Context: an optimization exercise on an open-source flow, tuned for small area, a short achievable clock period and few clock cycles per item. The choices shown serve that exercise and are no tape-out recipe. The RTL was checked by simulation tests, not by an equivalence proof against the original design.

==> job 1781: inputs <==
// vpu_lane_array
module vpu_lane_array #(
  parameter int DATA_W  = 32,
  parameter int LANES   = 4,
  parameter int OP_W    = 10,
  parameter int LATENCY = 3,
  parameter int LEN_W   = 16
) (
  input  logic                    clk,
  input  logic                    rst,
  input  logic                    start,
  input  logic [OP_W-1:0]         opcode,
  input  logic [LEN_W-1:0]        vec_len,
  input  logic                    in_valid,
  output logic                    in_ready,
  input  logic [LANES*DATA_W-1:0] operand0,
  input  logic [LANES*DATA_W-1:0] operand1,
  output logic                    out_valid,
  input  logic                    out_ready,
  output logic [LANES*DATA_W-1:0] result_out,
  output logic                    out_last,
  output logic                    busy,
  output logic                    done
);
make LEC_CHECK=0 CAP_MARGIN=20 CORE_MARGIN=2 CORE_UTILIZATION=55 PLACE_DENSITY=0.65 SLEW_MARGIN=20 finish   # period 45.0 ns
run.sh (not shown) runs the stock make flow with config.mk's settings and CLKGATE_MAP_FILE= SYNTH_SCRIPT=/design/flow/synth_recipe.tcl, a recipe that flattens the netlist after the stock synthesis.
==> inputs of job 8496, as changes to job 1781 <==
--- a/flow/design.v
+++ b/flow/design.v
@@ -68,14 +68,15 @@
   logic             s0v_q, s0l_q;    
   logic [W-1:0]     a_q, b_q;
   logic             mv_q, ml_q;      
   logic             kv_q, kl_q;      
   logic [W-1:0]     k_q;
   logic             rv_q, rl_q;      
   logic [W-1:0]     r_q;
+  logic [LANES-1:0] rvl_q;
   logic [LANES*MW-1:0] m_d;          
   logic [W-1:0]     c;               
   logic             ph_q;            
   logic op_add, op_sub, op_mul, op_relu, op_drel, op_max, op_min;
   assign in_ready   = rdy_o_q;
   assign out_valid  = rv_q;
   assign result_out = r_q;
@@ -192,26 +193,29 @@
       rdy_o_q <= 1'b0;
       rem_q  <= '0;
       s0v_q  <= 1'b0;
       ph_q   <= 1'b0;
       mv_q   <= 1'b0;
       kv_q   <= 1'b0;
       rv_q   <= 1'b0;
+      rvl_q  <= '0;
     end else begin
       busy_q <= busy_d;
       done_q <= (accept && vec_len == '0) || fin;
       rdy_q  <= rdy_d;
       rdy_o_q <= rdy_d;
       if (accept) rem_q <= vec_len;
       else if (in_fire) rem_q <= rem_q - LEN_W'(1);
       s0v_q  <= s0v_d;
       ph_q   <= ph_d;
       if (!kv_q) mv_q <= s0v_q && s0_done;
       kv_q   <= kv_d;
       if (r_take) rv_q <= kv_q || mv_q;
+      for (int i = 0; i < LANES; i++)
+        if (!rvl_q[i] || out_ready) rvl_q[i] <= kv_q || mv_q;
     end
   end
   always_ff @(posedge clk) begin
     if (accept) begin
       op_add  <= opcode == OP_W'(0);
       op_sub  <= opcode == OP_W'(1);
       op_relu <= opcode == OP_W'(2);
@@ -231,18 +235,18 @@
       b_q[1*DATA_W +: 23] <= b_q[3*DATA_W +: 23];
     end
     if (!kv_q) ml_q <= s0l_q;
     if (!kv_q) begin
       k_q  <= c;
       kl_q <= ml_q;
     end
-    if (r_take) begin
-      r_q  <= kv_q ? k_q : c;
-      rl_q <= kv_q ? kl_q : ml_q;
-    end
+    if (r_take) rl_q <= kv_q ? kl_q : ml_q;
+    for (int i = 0; i < LANES; i++)
+      if (!rvl_q[i] || out_ready)
+        r_q[i*DATA_W +: DATA_W] <= kv_q ? k_q[i*DATA_W +: DATA_W] : c[i*DATA_W +: DATA_W];
   end
 endmodule
 module mul24_dadda (
   input  logic [23:0] a,
   input  logic [23:0] b,
   output logic [47:0] r0,
   output logic [47:0] r1
==> flow/flow/run.sh (new file) <==
#!/bin/bash
# The standard layout, with the port buffers made from sky130_fd_sc_hd__buf_2
# (ORFS's buffer_ports otherwise picks clkdlybuf4s50_1, a slow delay cell).
set -euo pipefail
export BUFFER_PORTS_ARGS="-buffer_cell sky130_fd_sc_hd__buf_2"
bash standard.sh > standard.log 2>&1
==> flow/standard.sh (new file) <==
#!/bin/bash
# synth_recipe.tcl (not shown) runs the flow's synth.tcl, then flattens the netlist and writes it again
# the make line also repeats each setting of config.mk as NAME=value (left out here)
make -C /OpenROAD-flow-scripts/flow DESIGN_CONFIG=/design/flow/config.mk WORK_HOME=/design/flow/orfs CLKGATE_MAP_FILE= SYNTH_SCRIPT=/design/flow/synth_recipe.tcl "${@:-finish}"
- CORE_UTILIZATION: 55 -> 60
- PLACE_DENSITY: 0.65 -> 0.7
removed: flow/run.sh
==> inputs of job 7390, as changes to job 1781 <==
==> flow/flow/run.sh (new file) <==
#!/bin/bash
# The standard layout, with the port buffers made from sky130_fd_sc_hd__buf_2
# (ORFS's buffer_ports otherwise picks clkdlybuf4s50_1, a slow delay cell).
set -euo pipefail
export BUFFER_PORTS_ARGS="-buffer_cell sky130_fd_sc_hd__buf_2"
bash standard.sh > standard.log 2>&1
==> flow/standard.sh (new file) <==
#!/bin/bash
# synth_recipe.tcl (not shown) runs the flow's synth.tcl, then flattens the netlist and writes it again
# the make line also repeats each setting of config.mk as NAME=value (left out here)
make -C /OpenROAD-flow-scripts/flow DESIGN_CONFIG=/design/flow/config.mk WORK_HOME=/design/flow/orfs CLKGATE_MAP_FILE= SYNTH_SCRIPT=/design/flow/synth_recipe.tcl "${@:-finish}"
removed: flow/run.sh
==> metrics.cfg <==
[final_layout]
n_fill_cell=14500
clkbuf_count=95
final_util_pct=64.7

[critical_path]
path_buf_inv=5
critPathCapture=g_lane[3].m_q[27]

[yosys]
ys_seq_area_share_pct=20.4
synth_common_cells=1694 x nor2_1, 1560 x inv_1, 1233 x nand2_1

[drt]
met1_length_um=155000

[outcome]
status=complete, no violations

[global_route]
grt_start_max_net_pins=159

[timing]
skew_ns=0.0695

The numbers above come from job 8496.

==> metrics.cfg <==
[outcome]
status=complete, no violations

[timing]
period_share_pct=24.0
skew_ns=0.0648

[floorplanning]
die_height_um=435

[final_layout]
clkbuf_count=107
final_util_pct=59.4

[global_route]
grt_start_max_net_pins=178
overflow=0

[critical_path]
critPathCapture=r_q[35]
crit_chain=buf_2 -> nand2b_4 -> buf_4 -> buf_4
path_buf_inv=3

[drt]
met1_length_um=156000

[yosys]
ys_seq_area_share_pct=19.4

The numbers above come from job 7390.

==> metrics.cfg <==
[outcome]
status=complete, no violations

[timing]
finalHoldViolCount=0
skew_ns=0.0583

[final_layout]
n_fill_cell=16500
final_util_pct=60.4
clkbuf_count=106

[critical_path]
path_buf_inv=3
critPathCapture=r_q[52]

[yosys]
synthCells=12400
ys_seq_area_share_pct=19.4
synth_common_cells=1619 x nor2_1, 1539 x inv_1, 1218 x nand2_1

[global_route]
grt_start_max_net_pins=98

[min_path]
hold_end=ml_q

[drt]
met1_length_um=154000

The numbers above come from job 1781.

Testbench counts of job 1781, summed over its fixed seeds: cycles 19,703, beats 16,078.
Testbench counts of job 8496, summed over its fixed seeds: cycles 19,703, beats 16,078.
Testbench counts of job 7390, summed over its fixed seeds: cycles 19,703, beats 16,078.

-- re-timing with driven ports --
In the flow no input, the clock included, has a driving cell. The finished layouts below were timed again as built, in two steps. Step 1: set_driving_cell puts a clkbuf_16 on clk and a buf_2 on each other input, an assumption about the parent block. Step 2 also shifts input and output timing later by t, the mid clock arrival at the registers, as if the neighbouring blocks saw the same clock. a / b / c = ideal / step 1 / step 2; a / b = the first two.
| run | shift t [ns] | setup slack, ns | worst setup path after step 2 | latest minus earliest clock arrival (ns) | cell pins on the clock port's net |
|---|---|---|---|---|---|
| job 1781 | 0.843 | 33.728 / 33.798 / 32.955 | input to register | 0.059 / 0.058 | 1 |
| job 8496 | 0.842 | 34.464 / 34.460 / 34.464 | register to register | 0.070 / 0.069 | 1 |
| job 7390 | 0.873 | 34.200 / 34.279 / 33.406 | input to register | 0.070 / 0.070 | 1 |
After both steps every run listed still meets setup and hold. The setup slack of job 7390, which loses most, moves by +0.079 ns with the drivers and by -0.794 ns with both steps.
